Source: an optimization exercise on an open RTL-to-GDS flow (aim: small area, a short achievable clock period and few clock cycles per item). Production flows keep margins and buffers that such runs may drop. The RTL was checked by simulation tests, not by an equivalence proof against the original design. No activity file was given, so power comes from the tool's default toggle rates.

## flow/config.mk

```make
export PLATFORM = sky130hd
export DESIGN_NAME = sat_top
export DESIGN_NICKNAME = sat_top
export VERILOG_FILES = /design/flow/design.v
export SDC_FILE = /design/flow/constraint.sdc
export NUM_CORES = 4
export LEC_CHECK = 0
export CAP_MARGIN = 20
export CORE_MARGIN = 2
export CORE_UTILIZATION = 40
export SLEW_MARGIN = 20
```

## flow/constraint.sdc

```tcl
create_clock -name core_clock -period 5.0 [get_ports {clk}]
set_input_delay 1.0000 -clock core_clock [delete_from_list [all_inputs] [get_ports {clk}]]
set_output_delay 1.0000 -clock core_clock [all_outputs]
set_load 0.01 [all_outputs]
```

## flow/design.v

```verilog
`default_nettype none
package sat_pkg;
    typedef logic [2:0] op_t;
    typedef logic [2:0] rc_t;
    localparam op_t OP_CLEAR  = 3'd0;
    localparam op_t OP_ADD    = 3'd1;
    localparam op_t OP_BEGIN  = 3'd2;
    localparam op_t OP_REPORT = 3'd3;
    localparam op_t OP_TICK   = 3'd4;
    localparam op_t OP_CANCEL = 3'd5;
    localparam op_t OP_REMOVE = 3'd6;
    localparam rc_t RC_OK      = 3'd0;
    localparam rc_t RC_WINDOW  = 3'd1;
    localparam rc_t RC_UNKNOWN = 3'd2;
    localparam rc_t RC_DUP     = 3'd3;
    localparam rc_t RC_FULL    = 3'd4;
    localparam rc_t RC_BADIDX  = 3'd5;
    localparam int CFG_IDX_W = 8;
    localparam int CFG_DATA_W = 16;
    localparam logic [CFG_IDX_W-1:0] CFG_TIMEOUT     = 8'd0;
    localparam logic [CFG_IDX_W-1:0] CFG_ACCEPT_CODE = 8'd1;
    localparam logic [15:0] TIMEOUT_RESET = 16'd8;
    localparam logic [7:0]  ACCEPT_RESET  = 8'd0;
    typedef struct packed {
        op_t         op;
        logic [63:0] node_iid;
        logic [7:0]  report_status;
        logic [5:0]  entry_index;
    } sat_req_t;
    typedef struct packed {
        rc_t        result_code;
        logic [6:0] member_count;
        logic       window_open;
        logic       admission_done;
        logic [6:0] accepted_total;
        logic [6:0] rejected_total;
        logic [6:0] silent_total;
        logic       table_empty;
        logic [5:0] match_index;
    } sat_rsp_t;
    typedef enum logic [2:0] {
        ST_IDLE,
        ST_EXEC,
        ST_FIND,
        ST_SHIFT,
        ST_COMPACT,
        ST_FINISH
    } state_t;
endpackage
`default_nettype wire
`default_nettype none
module sat_id_ram #(
    parameter int DEPTH = 16,
    parameter int AW = 4
) (
    input  wire logic          clk,
    input  wire logic          we,
    input  wire logic [AW-1:0] waddr,
    input  wire logic [63:0]   wdata,
    input  wire logic [AW-1:0] raddr,
    output logic      [63:0]   rdata
);
    logic [63:0] mem [DEPTH];
    logic [63:0] rdata_reg;
    always_ff @(posedge clk)
    begin
        if (we)
        begin
            mem[waddr] <= wdata;
        end
        rdata_reg <= mem[raddr];
    end
    assign rdata = rdata_reg;
endmodule
`default_nettype wire
`default_nettype none
module sat_ctrl #(
    parameter int MAX_ENTRIES = 16
) (
    input  wire logic             clk,
    input  wire logic             rst_n,
    input  wire logic             start,
    input  wire sat_pkg::sat_req_t item,
    input  wire logic             out_free,
    input  wire logic [15:0]      timeout_ticks,
    input  wire logic [7:0]       accepted_code,
    output logic                  idle,
    output logic                  res_valid,
    output sat_pkg::sat_rsp_t     res
);
    localparam int AW = (MAX_ENTRIES > 1) ? $clog2(MAX_ENTRIES) : 1;
    localparam int CW = $clog2(MAX_ENTRIES + 1);
    localparam logic [CW-1:0] FULL_COUNT = CW'(MAX_ENTRIES);
    sat_pkg::state_t state_reg, state_next;
    sat_pkg::op_t     op_reg, op_next;
    logic [63:0]      iid_reg, iid_next;
    logic [7:0]       status_reg, status_next;
    logic [5:0]       idx_reg, idx_next;
    logic [CW-1:0]          count_reg, count_next;
    logic                   window_reg, window_next;
    logic [15:0]            countdown_reg, countdown_next;
    logic [MAX_ENTRIES-1:0] replied_reg, replied_next;
    logic [MAX_ENTRIES-1:0] accepted_reg, accepted_next;
    logic [CW-1:0]    ptr_reg, ptr_next;
    logic [CW-1:0]    wptr_reg, wptr_next;
    logic             pend_reg, pend_next;
    logic [AW-1:0]    proc_reg, proc_next;
    logic [CW-1:0]    acc_reg, acc_next;
    logic [CW-1:0]    rej_reg, rej_next;
    logic [CW-1:0]    sil_reg, sil_next;
    sat_pkg::rc_t     rc_reg, rc_next;
    logic [AW-1:0]    match_reg, match_next;
    logic             done_reg, done_next;
    logic             empty_reg, empty_next;
    logic             ram_we;
    logic [AW-1:0]    ram_waddr;
    logic [63:0]      ram_wdata;
    logic [AW-1:0]    ram_raddr;
    logic [63:0]      ram_rdata;
    logic [MAX_ENTRIES-1:0] valid_mask;
    logic [MAX_ENTRIES-1:0] keep_mask;
    logic [MAX_ENTRIES-1:0] hit_bit;
    logic [MAX_ENTRIES-1:0] rep_shift;
    logic [MAX_ENTRIES-1:0] acc_shift;
    logic [15:0]            cd_dec;
    logic [CW-1:0]          idx_cw;
    logic                   bad_idx;
    logic                   issue;
    logic                   walk_end;
    logic                   hit;
    logic                   all_answered;
    sat_id_ram #(
        .DEPTH (MAX_ENTRIES),
        .AW    (AW)
    ) u_ram (
        .clk   (clk),
        .we    (ram_we),
        .waddr (ram_waddr),
        .wdata (ram_wdata),
        .raddr (ram_raddr),
        .rdata (ram_rdata)
    );
    always_comb
    begin
        for (int j = 0; j < MAX_ENTRIES; j++)
        begin
            valid_mask[j] = CW'(j) < count_reg;
            keep_mask[j]  = CW'(j) < wptr_reg;
            hit_bit[j]    = AW'(j) == proc_reg;
        end
    end
    assign cd_dec       = (countdown_reg == '0) ? '0 : countdown_reg - 16'd1;
    assign idx_cw       = CW'(idx_reg);
    assign bad_idx      = {1'b0, idx_reg} >= 7'(count_reg);
    assign issue        = ptr_reg < count_reg;
    assign walk_end     = (ptr_reg == count_reg) && !pend_reg;
    assign hit          = pend_reg && (ram_rdata == iid_reg);
    assign all_answered = &(replied_reg | hit_bit | ~valid_mask);
    assign rep_shift    = replied_reg >> 1;
    assign acc_shift    = accepted_reg >> 1;
    always_comb
    begin
        state_next = state_reg;
        case (state_reg)
            sat_pkg::ST_IDLE:
            begin
                if (start)
                begin
                    state_next = sat_pkg::ST_EXEC;
                end
            end
            sat_pkg::ST_EXEC:
            begin
                case (op_reg)
                    sat_pkg::OP_REPORT:
                    begin
                        state_next = (window_reg && count_reg != '0) ?
                                     sat_pkg::ST_FIND : sat_pkg::ST_FINISH;
                    end
                    sat_pkg::OP_TICK:
                    begin
                        state_next = (window_reg && cd_dec == '0) ?
                                     sat_pkg::ST_COMPACT : sat_pkg::ST_FINISH;
                    end
                    sat_pkg::OP_REMOVE:
                    begin
                        state_next = bad_idx ? sat_pkg::ST_FINISH : sat_pkg::ST_SHIFT;
                    end
                    default:
                    begin
                        state_next = sat_pkg::ST_FINISH;
                    end
                endcase
            end
            sat_pkg::ST_FIND:
            begin
                if (hit)
                begin
                    state_next = (!replied_reg[proc_reg] && all_answered) ?
                                 sat_pkg::ST_COMPACT : sat_pkg::ST_FINISH;
                end
                else if (ptr_reg == count_reg)
                begin
                    state_next = sat_pkg::ST_FINISH;
                end
            end
            sat_pkg::ST_SHIFT,
            sat_pkg::ST_COMPACT:
            begin
                if (walk_end)
                begin
                    state_next = sat_pkg::ST_FINISH;
                end
            end
            sat_pkg::ST_FINISH:
            begin
                if (out_free)
                begin
                    state_next = sat_pkg::ST_IDLE;
                end
            end
            default:
            begin
                state_next = sat_pkg::ST_IDLE;
            end
        endcase
    end
    always_comb
    begin
        op_next        = op_reg;
        iid_next       = iid_reg;
        status_next    = status_reg;
        idx_next       = idx_reg;
        count_next     = count_reg;
        window_next    = window_reg;
        countdown_next = countdown_reg;
        replied_next   = replied_reg;
        accepted_next  = accepted_reg;
        ptr_next       = ptr_reg;
        wptr_next      = wptr_reg;
        pend_next      = pend_reg;
        proc_next      = proc_reg;
        acc_next       = acc_reg;
        rej_next       = rej_reg;
        sil_next       = sil_reg;
        rc_next        = rc_reg;
        match_next     = match_reg;
        done_next      = done_reg;
        empty_next     = empty_reg;
        ram_we         = 1'b0;
        ram_waddr      = '0;
        ram_wdata      = iid_reg;
        ram_raddr      = ptr_reg[AW-1:0];
        case (state_reg)
            sat_pkg::ST_IDLE:
            begin
                if (start)
                begin
                    op_next     = item.op;
                    iid_next    = item.node_iid;
                    status_next = item.report_status;
                    idx_next    = item.entry_index;
                    ptr_next    = '0;
                    wptr_next   = '0;
                    pend_next   = 1'b0;
                    acc_next    = '0;
                    rej_next    = '0;
                    sil_next    = '0;
                    rc_next     = sat_pkg::RC_OK;
                    match_next  = '0;
                    done_next   = 1'b0;
                    empty_next  = 1'b0;
                end
            end
            sat_pkg::ST_EXEC:
            begin
                case (op_reg)
                    sat_pkg::OP_CLEAR:
                    begin
                        count_next     = '0;
                        window_next    = 1'b0;
                        countdown_next = '0;
                        replied_next   = '0;
                        accepted_next  = '0;
                    end
                    sat_pkg::OP_ADD:
                    begin
                        if (count_reg == FULL_COUNT)
                        begin
                            rc_next = sat_pkg::RC_FULL;
                        end
                        else
                        begin
                            ram_we     = 1'b1;
                            ram_waddr  = count_reg[AW-1:0];
                            count_next = count_reg + 1'b1;
                        end
                    end
                    sat_pkg::OP_BEGIN:
                    begin
                        replied_next   = '0;
                        accepted_next  = '0;
                        window_next    = 1'b1;
                        countdown_next = (timeout_ticks == '0) ? 16'd1 : timeout_ticks;
                    end
                    sat_pkg::OP_REPORT:
                    begin
                        if (!window_reg)
                        begin
                            rc_next = sat_pkg::RC_WINDOW;
                        end
                        else if (count_reg == '0)
                        begin
                            rc_next = sat_pkg::RC_UNKNOWN;
                        end
                    end
                    sat_pkg::OP_TICK:
                    begin
                        if (window_reg)
                        begin
                            countdown_next = cd_dec;
                        end
                    end
                    sat_pkg::OP_CANCEL:
                    begin
                        window_next    = 1'b0;
                        countdown_next = '0;
                    end
                    sat_pkg::OP_REMOVE:
                    begin
                        if (bad_idx)
                        begin
                            rc_next = sat_pkg::RC_BADIDX;
                        end
                        else
                        begin
                            for (int j = 0; j < MAX_ENTRIES; j++)
                            begin
                                if (CW'(j) >= idx_cw)
                                begin
                                    replied_next[j]  = rep_shift[j];
                                    accepted_next[j] = acc_shift[j];
                                end
                            end
                            ptr_next = idx_cw + 1'b1;
                        end
                    end
                    default:
                    begin
                    end
                endcase
            end
            sat_pkg::ST_FIND:
            begin
                ptr_next  = issue ? ptr_reg + 1'b1 : ptr_reg;
                pend_next = issue;
                proc_next = ptr_reg[AW-1:0];
                if (hit)
                begin
                    match_next = proc_reg;
                    if (replied_reg[proc_reg])
                    begin
                        rc_next = sat_pkg::RC_DUP;
                    end
                    else
                    begin
                        replied_next[proc_reg]  = 1'b1;
                        accepted_next[proc_reg] = status_reg == accepted_code;
                        if (all_answered)
                        begin
                            ptr_next  = '0;
                            pend_next = 1'b0;
                        end
                    end
                end
                else if (ptr_reg == count_reg)
                begin
                    rc_next = sat_pkg::RC_UNKNOWN;
                end
            end
            sat_pkg::ST_SHIFT:
            begin
                ptr_next  = issue ? ptr_reg + 1'b1 : ptr_reg;
                pend_next = issue;
                proc_next = ptr_reg[AW-1:0];
                if (pend_reg)
                begin
                    ram_we    = 1'b1;
                    ram_waddr = AW'(proc_reg - 1'b1);
                    ram_wdata = ram_rdata;
                end
                if (walk_end)
                begin
                    count_next = count_reg - 1'b1;
                    empty_next = count_reg == CW'(1);
                end
            end
            sat_pkg::ST_COMPACT:
            begin
                ptr_next  = issue ? ptr_reg + 1'b1 : ptr_reg;
                pend_next = issue;
                proc_next = ptr_reg[AW-1:0];
                if (pend_reg)
                begin
                    if (replied_reg[proc_reg] && accepted_reg[proc_reg])
                    begin
                        ram_we    = 1'b1;
                        ram_waddr = wptr_reg[AW-1:0];
                        ram_wdata = ram_rdata;
                        wptr_next = wptr_reg + 1'b1;
                        acc_next  = acc_reg + 1'b1;
                    end
                    else if (replied_reg[proc_reg])
                    begin
                        rej_next = rej_reg + 1'b1;
                    end
                    else
                    begin
                        sil_next = sil_reg + 1'b1;
                    end
                end
                if (walk_end)
                begin
                    count_next     = wptr_reg;
                    replied_next   = keep_mask;
                    accepted_next  = keep_mask;
                    window_next    = 1'b0;
                    countdown_next = '0;
                    done_next      = 1'b1;
                    empty_next     = wptr_reg == '0;
                end
            end
            default:
            begin
            end
        endcase
    end
    always_comb
    begin
        idle               = state_reg == sat_pkg::ST_IDLE;
        res_valid          = (state_reg == sat_pkg::ST_FINISH) && out_free;
        res.result_code    = rc_reg;
        res.member_count   = 7'(count_reg);
        res.window_open    = window_reg;
        res.admission_done = done_reg;
        res.accepted_total = 7'(acc_reg);
        res.rejected_total = 7'(rej_reg);
        res.silent_total   = 7'(sil_reg);
        res.table_empty    = empty_reg;
        res.match_index    = 6'(match_reg);
    end
    always_ff @(posedge clk or negedge rst_n)
    begin
        if (!rst_n)
        begin
            state_reg     <= sat_pkg::ST_IDLE;
            count_reg     <= '0;
            window_reg    <= 1'b0;
            countdown_reg <= '0;
            replied_reg   <= '0;
            accepted_reg  <= '0;
            pend_reg      <= 1'b0;
        end
        else
        begin
            state_reg     <= state_next;
            count_reg     <= count_next;
            window_reg    <= window_next;
            countdown_reg <= countdown_next;
            replied_reg   <= replied_next;
            accepted_reg  <= accepted_next;
            pend_reg      <= pend_next;
        end
    end
    always_ff @(posedge clk)
    begin
        op_reg     <= op_next;
        iid_reg    <= iid_next;
        status_reg <= status_next;
        idx_reg    <= idx_next;
        ptr_reg    <= ptr_next;
        wptr_reg   <= wptr_next;
        proc_reg   <= proc_next;
        acc_reg    <= acc_next;
        rej_reg    <= rej_next;
        sil_reg    <= sil_next;
        rc_reg     <= rc_next;
        match_reg  <= match_next;
        done_reg   <= done_next;
        empty_reg  <= empty_next;
    end
endmodule
`default_nettype wire
`default_nettype none
module session_admission_table_core #(
    parameter int MAX_ENTRIES = 16
) (
    input  wire logic                              clk,
    input  wire logic                              rst_n,
    input  wire logic                              req_valid,
    output logic                                   req_ready,
    input  wire sat_pkg::sat_req_t                 req,
    output logic                                   rsp_valid,
    input  wire logic                              rsp_ready,
    output sat_pkg::sat_rsp_t                      rsp,
    input  wire logic                              cfg_valid,
    output logic                                   cfg_ready,
    input  wire logic [sat_pkg::CFG_IDX_W-1:0]     cfg_index,
    input  wire logic [sat_pkg::CFG_DATA_W-1:0]    cfg_data
);
    logic [15:0]       timeout_reg;
    logic [7:0]        accept_code_reg;
    logic              rsp_valid_reg;
    sat_pkg::sat_rsp_t rsp_reg;
    logic              idle;
    logic              out_free;
    logic              res_valid;
    sat_pkg::sat_rsp_t res;
    assign cfg_ready = 1'b1;
    assign req_ready = idle;
    assign out_free  = !rsp_valid_reg || rsp_ready;
    assign rsp_valid = rsp_valid_reg;
    assign rsp       = rsp_reg;
    sat_ctrl #(
        .MAX_ENTRIES (MAX_ENTRIES)
    ) u_ctrl (
        .clk           (clk),
        .rst_n         (rst_n),
        .start         (req_valid && idle),
        .item          (req),
        .out_free      (out_free),
        .timeout_ticks (timeout_reg),
        .accepted_code (accept_code_reg),
        .idle          (idle),
        .res_valid     (res_valid),
        .res           (res)
    );
    always_ff @(posedge clk or negedge rst_n)
    begin
        if (!rst_n)
        begin
            timeout_reg     <= sat_pkg::TIMEOUT_RESET;
            accept_code_reg <= sat_pkg::ACCEPT_RESET;
            rsp_valid_reg   <= 1'b0;
        end
        else
        begin
            if (cfg_valid && cfg_ready)
            begin
                if (cfg_index == sat_pkg::CFG_TIMEOUT)
                begin
                    timeout_reg <= cfg_data;
                end
                else if (cfg_index == sat_pkg::CFG_ACCEPT_CODE)
                begin
                    accept_code_reg <= cfg_data[7:0];
                end
            end
            if (res_valid)
            begin
                rsp_valid_reg <= 1'b1;
            end
            else if (rsp_ready)
            begin
                rsp_valid_reg <= 1'b0;
            end
        end
    end
    always_ff @(posedge clk)
    begin
        if (res_valid)
        begin
            rsp_reg <= res;
        end
    end
endmodule
`default_nettype wire
`default_nettype none
module sat_top (
    input  wire logic        clk,
    input  wire logic        rst_n,
    input  wire logic        req_valid,
    output logic             req_ready,
    input  wire logic [2:0]  req_op,
    input  wire logic [63:0] req_node_iid,
    input  wire logic [7:0]  req_report_status,
    input  wire logic [5:0]  req_entry_index,
    output logic             rsp_valid,
    input  wire logic        rsp_ready,
    output logic [2:0]       rsp_result_code,
    output logic [6:0]       rsp_member_count,
    output logic             rsp_window_open,
    output logic             rsp_admission_done,
    output logic [6:0]       rsp_accepted_total,
    output logic [6:0]       rsp_rejected_total,
    output logic [6:0]       rsp_silent_total,
    output logic             rsp_table_empty,
    output logic [5:0]       rsp_match_index,
    input  wire logic        cfg_valid,
    output logic             cfg_ready,
    input  wire logic [7:0]  cfg_index,
    input  wire logic [15:0] cfg_data
);
    sat_pkg::sat_req_t req;
    sat_pkg::sat_rsp_t rsp;
    assign req.op            = req_op;
    assign req.node_iid      = req_node_iid;
    assign req.report_status = req_report_status;
    assign req.entry_index   = req_entry_index;
    assign rsp_result_code    = rsp.result_code;
    assign rsp_member_count   = rsp.member_count;
    assign rsp_window_open    = rsp.window_open;
    assign rsp_admission_done = rsp.admission_done;
    assign rsp_accepted_total = rsp.accepted_total;
    assign rsp_rejected_total = rsp.rejected_total;
    assign rsp_silent_total   = rsp.silent_total;
    assign rsp_table_empty    = rsp.table_empty;
    assign rsp_match_index    = rsp.match_index;
    session_admission_table_core #(
        .MAX_ENTRIES (16)
    ) u_core (
        .clk       (clk),
        .rst_n     (rst_n),
        .req_valid (req_valid),
        .req_ready (req_ready),
        .req       (req),
        .rsp_valid (rsp_valid),
        .rsp_ready (rsp_ready),
        .rsp       (rsp),
        .cfg_valid (cfg_valid),
        .cfg_ready (cfg_ready),
        .cfg_index (cfg_index),
        .cfg_data  (cfg_data)
    );
endmodule
`default_nettype wire
```

## flow/run.sh

```bash
#!/bin/bash
# synth_recipe.tcl (not shown) runs the flow's synth.tcl, then flattens the netlist and writes it again
# the make line also repeats each setting of config.mk as NAME=value (left out here)
make -C /OpenROAD-flow-scripts/flow DESIGN_CONFIG=/design/flow/config.mk WORK_HOME=/design/flow/orfs CLKGATE_MAP_FILE= SYNTH_SCRIPT=/design/flow/synth_recipe.tcl finish
```

==> run summary <==
-- power by group through the flow --
stage | registers (mW) | logic [mW] | clock network (mW)
5_1_grt | 14.4 | 10.2 | 11.3
6_report | 14.3 | 9.47 | 10.6
4_1_cts | 14.3 | 9.59 | 10.8
2_1_floorplan | 14.1 | 6.83 | 0
3_5_place_dp | 14.5 | 9.54 | 0
3_3_place_gp | 14.5 | 9.45 | 0
-- layout make-up --
| type | count | share of cell area (%) |
|---|---|---|
| Clock buffer | 185 | 6.19 |
| Tap cell | 1755 | 3.54 |
| Multi-Input combinational cell | 1272 | 22.5 |
| Sequential cell | 1320 | 62.3 |
| Clock inverter | 75 | 1.51 |
| Timing Repair Buffer | 223 | 3.78 |
| Inverter | 38 | 0.234 |
-- synthesized netlist by cell type, types with 9 or more instances --
cell type / instances / area [um^2]
o22ai_1: 14 / 87.6
nor4_1: 18 / 113
nand4_1: 20 / 125
mux4_2: 329 / 7410
a21o_1: 9 / 67.6
edfxtp_1: 1173 / 35200
nand2_1: 98 / 368
nor2_1: 101 / 379
mux2_2: 96 / 1080
a21oi_1: 82 / 410
nand2b_1: 14 / 87.6
ha_1: 31 / 388
dfrtp_1: 82 / 2050
o21ai_0: 86 / 430
and2_1: 11 / 68.8
buf_4: 11 / 82.6
o21a_1: 12 / 90.1
inv_1: 37 / 139
nor2b_1: 17 / 106
dfxtp_1: 64 / 1280
a211oi_1: 9 / 67.6
buf_2: 16 / 80.1
buf_1: 31 / 116
o31ai_1: 9 / 67.6
xnor2_1: 68 / 596
nand3_1: 32 / 160
nor3_1: 24 / 120
xor2_1: 23 / 201
a31oi_1: 19 / 119
clkbuf_1: 89 / 334
-- layout by cell type, fill, tap and decap left out, drive strengths merged, types with 19 or more instances in the layout --
cell,n
dfxtp,64
edfxtp,1173
mux2,97
nand4,20
o21ai,88
ha,31
clkdlybuf4s50,140
dfrtp,82
nor4,19
xnor2,68
a31oi,19
inv,41
clkinv,54
nor3,25
clkbuf,186
nor2,101
xor2,23
nand2,98
buf,82
mux4,329
nand3,32
a21oi,82
-- layer usage --
layer | vias to the layer above | wire length [um] | global-route usage (%)
met1 | 14641 | 57000 | 27.4
met2 | 1064 | 66900 | 33.0
li1 | 11756 | - | -
met3 | 202 | 8130 | 3.41
met4 | 0 | 3200 | 5.47
met5 | - | 0 | 0
-- worst min path at each step --
| stage | slack, ps | cells after the start | start | to |
|---|---|---|---|---|
| finish | 260 | 1 | rst_n | u_core.u_ctrl.accepted_reg[6] |
| global route | 260 | 1 | rst_n | u_core.u_ctrl.accepted_reg[6] |
| CTS | 230 | 1 | rst_n | u_core.u_ctrl.replied_reg[5] |
| detailed placement | 410 | 0 | u_core.u_ctrl.match_reg[3] | u_core.rsp_reg[3] |
| global placement | 410 | 0 | u_core.u_ctrl.match_reg[1] | u_core.rsp_reg[1] |
| floorplan | 400 | 0 | u_core.u_ctrl.match_reg[0] | u_core.rsp_reg[0] |
-- critical path, stage by stage, from the launching register on --
cell	delay, ps
dfrtp_1	370
buf_4	220
or3b_2	620
nor4_1	880
nand2_1	110
o21ai_0	300
a21oi_1	150
nand2b_1	390
nor2_4	580
buf_4	380
-- cells by family (layout without fill, tap and decap cells) --
family          Yosys count  after routing
xor+xnor                 91             91
compound gates          318            318
simple gates            387            387
mux                     434            434
other cells               2             11
fa+ha+maj                31             31
buf+inv                 188            521
flops                  1320           1320
-- metrics by stage --
step                      power [mW]  TNS, ps  util (%)  setup slack [ps]
after floorplan                 20.9   -56820         -              -444
after global placement          24.0        0      43.4               718
after detailed placement        24.1        0      43.4               730
after CTS                       34.7        0      47.0               752
after global routing            35.9        0      47.1               419
final                           34.4        0      47.1               662
==> results_tabular.tex <==
\begin{tabular}{lr}
\hline
Metric & Value \\
\hline
\multicolumn{2}{l}{\textbf{Run status}} \\
\quad Result of the run & timing/DRC/antenna clean \\
\multicolumn{2}{l}{\textbf{Power and ir drop}} \\
\quad Sequential power share & between 40\% and 50\% \\
\quad Net switching power & 10.4 mW \\
\quad Clock network fraction of design power & 30.8\% \\
\quad Switching part of the total power & 30.3\% \\
\quad Worst IR drop on VDD & 427 uV \\
\quad Pint & 24.0 mW \\
\quad Reported leakage power & 20.0 nW \\
\quad Power density over the cells & around 550 nW/um\^{}2 \\
\quad Logic pwr share & 27.6\% \\
\multicolumn{2}{l}{\textbf{Timing}} \\
\quad Maximum clock frequency & 0.231 GHz \\
\quad Tightest Pin Transition & $\sim$1100 ps \\
\quad Number of slew-limit violations in the final report & 0 \\
\quad Final Hold Slack & between 200 and 300 ps \\
\quad Setup Viol. Count Final & 0 \\
\quad Setup repair after global routing missed its margin & false \\
\quad Final number of hold-violating endpoints & 0 \\
\quad Fin crit share & 86.8\% \\
\quad Final critical path time including I/O delays and setup & around 4300 ps \\
\quad Headroom to the max-slew limit & between 20 and 30\% \\
\quad Setup Skew & 42.9 ps \\
\multicolumn{2}{l}{\textbf{Critical path}} \\
\quad Worst setup path start & u\_core.u\_ctrl.state\_reg[1] \\
\quad Critical Path End Type & flop \\
\quad Crit Reg-Reg Endpoint & u\_core.u\_ctrl.u\_ram.mem[10][32] \\
\quad Reg-to-Reg Start & u\_core.u\_ctrl.state\_reg[1] \\
\quad Maximum fanout count along the critical path & 25 \\
\quad Arrival time at the worst endpoint & 4780 ps \\
\quad Critical Path RT & 5440 ps \\
\quad Setup slack on the worst flop-to-flop path & 660 ps \\
\quad Crit Path Class & reg2reg \\
\quad Critical path endpoint & u\_core.u\_ctrl.u\_ram.mem[10][32] \\
\quad Critical Path Start Type & flop \\
\quad Cells on worst reg2reg path & 9 \\
\multicolumn{2}{l}{\textbf{CTS}} \\
\quad Clock buffer depth & 3 \\
\quad CTS tree & built \\
\quad Clock edge transition at the registers on the reported setup and hold paths & 60 ps \\
\quad Library cell used as clock root buffer & clkbuf\_16 \\
\quad Clock sink count & 1320 \\
\quad PostCTS Resize Cnt & 0 \\
\quad H-Tree Depth & 4 \\
\quad Number of CTS-inserted buffers & 140 \\
\quad Later-pin clock latency in the skew report & 770 ps \\
\quad Number of buffers added to fix hold violations after cts & 0 \\
\quad Number of buffers inserted to repair setup after CTS & 0 \\
\multicolumn{2}{l}{\textbf{Layout}} \\
\quad Post-layout nets & 3136 \\
\quad Antenna diodes & 0 \\
\quad Cell Count, Final, Fillers Out & 4868 \\
\quad Area of all placed cells without fillers & around 62000 um\^{}2 \\
\quad Area taken by flip-flops and latches & 38600 um\^{}2 \\
\quad Total area of multi-input combinational cells & 13900 um\^{}2 \\
\quad Layout overhead on the synthesized area & 16.7\% \\
\quad Filler instances & about 11000 \\
\quad Share of post-route cells with drive strength above 1 & about 25\% \\
\quad Flip-flop count of the largest register, all copies and words added & 1024 \\
\multicolumn{2}{l}{\textbf{Die}} \\
\quad Y dimension of the die & roughly 370 um \\
\quad Die width & 368 um \\
\quad Total core area & 132000 um\^{}2 \\
\quad Total I/O pin count & 153 \\
\quad Site Rows & approximately 130 \\
\quad Total die area & about 140000 um\^{}2 \\
\quad Effective utilization at floorplan & 40.3\% \\
\multicolumn{2}{l}{\textbf{Route}} \\
\quad Post-DR vias/cell & 5.68 \\
\quad Length of the first detailed-routing pass in iterations & 6 \\
\quad Wire length after detailed routing & approximately 140 mm \\
\quad Number of vias after detailed routing & 27663 \\
\quad Wire length per cell & between 20 and 30 um \\
\quad Count of antenna-violating nets left after detailed routing & 0 \\
\quad Remaining design rule violation count & 0 \\
\quad Iteration-0 DRC count of the detailed router & 2824 \\
\multicolumn{2}{l}{\textbf{Yosys}} \\
\quad Synthesis-stage register bit count & 1320 \\
\quad Share of cell area taken by muxes after synthesis & between 15 and 20\% \\
\quad Dominant combinational cell family by area after synthesis & multiplexers \\
\quad Post-Synth XOR/XNOR Area & 1.50\% \\
\quad Post-synthesis sequential area ratio & 72.7\% \\
\quad Async SR Flop Fraction & 6.29\% \\
\quad Number of enable-type register cells in the synthesized netlist & 1173 \\
\quad Mapped Cells & 2771 \\
\quad Fraction of the mapped netlist area in adder cells & 0.730\% \\
\quad Top flip-flop cell by instance count after synthesis & edfxtp\_1 \\
\quad Post-synthesis simple-gate area fraction & between 3 and 4\% \\
\quad Netlist cell types & 82 \\
\quad Post-Syn Area & 53100 um\^{}2 \\
\quad Fraction of the mapped netlist area in compound gates & 3.82\% \\
\quad Mean post-synth cell area & 19.2 um\^{}2 \\
\quad Warnings from Yosys & 3 \\
\multicolumn{2}{l}{\textbf{Run}} \\
\quad Max Cap Viol & 0 \\
\multicolumn{2}{l}{\textbf{Global route}} \\
\quad Number of global-route vias before repair & 28667 \\
\quad Wire length of the first global-routing pass & between 150 and 200 mm \\
\quad Antenna violations before repair & 0 \\
\quad GR Overflow Total & 0 \\
\quad Overall global routing resource usage & 20.0\% \\
\quad Largest net degree at the start of global routing & 150 \\
\multicolumn{2}{l}{\textbf{Min path}} \\
\quad Path category of the worst min-delay check & in2async \\
\multicolumn{2}{l}{\textbf{Place}} \\
\quad Number of placed instances with taps included & 4605 \\
\quad HPWL reported at the end of detailed placement & 79.4 mm \\
\quad Placed standard-cell area & $\sim$57000 um\^{}2 \\
\quad Port bufs & approximately 140 \\
\quad Routability Congestion & just under 0.9 \\
\hline
\end{tabular}
Testbench counts, summed over its fixed seeds: cycles 31,020, items 4,723.

## port drivers added, routing unchanged
Ports are ideal in the flow. The routed layout listed here was re-timed in OpenROAD. Step 1: set_driving_cell puts a clkbuf_16 on clk and a buf_2 on each other input, an assumption about the parent block. Step 2 adds t to the input delays and takes it off the output delays; t is the mean of the earliest and latest rising clock arrival at the registers after step 1. Input paths then give back, and output paths get back, about the clock's delay inside the block. a / b / c = no drivers / after step 1 / after step 2; a / b = the first two.
t (ns): 0.820
setup WS [ns]: 0.662 / 0.662 / 0.662
latest minus earliest clock arrival (ns): 0.043 / 0.043
worst register clock-pin slew, ns: 0.07 / 0.07
After both steps setup and hold are still met in this run. The setup slack of this run moves by 0.000 ns with the drivers and by 0.000 ns with both steps.
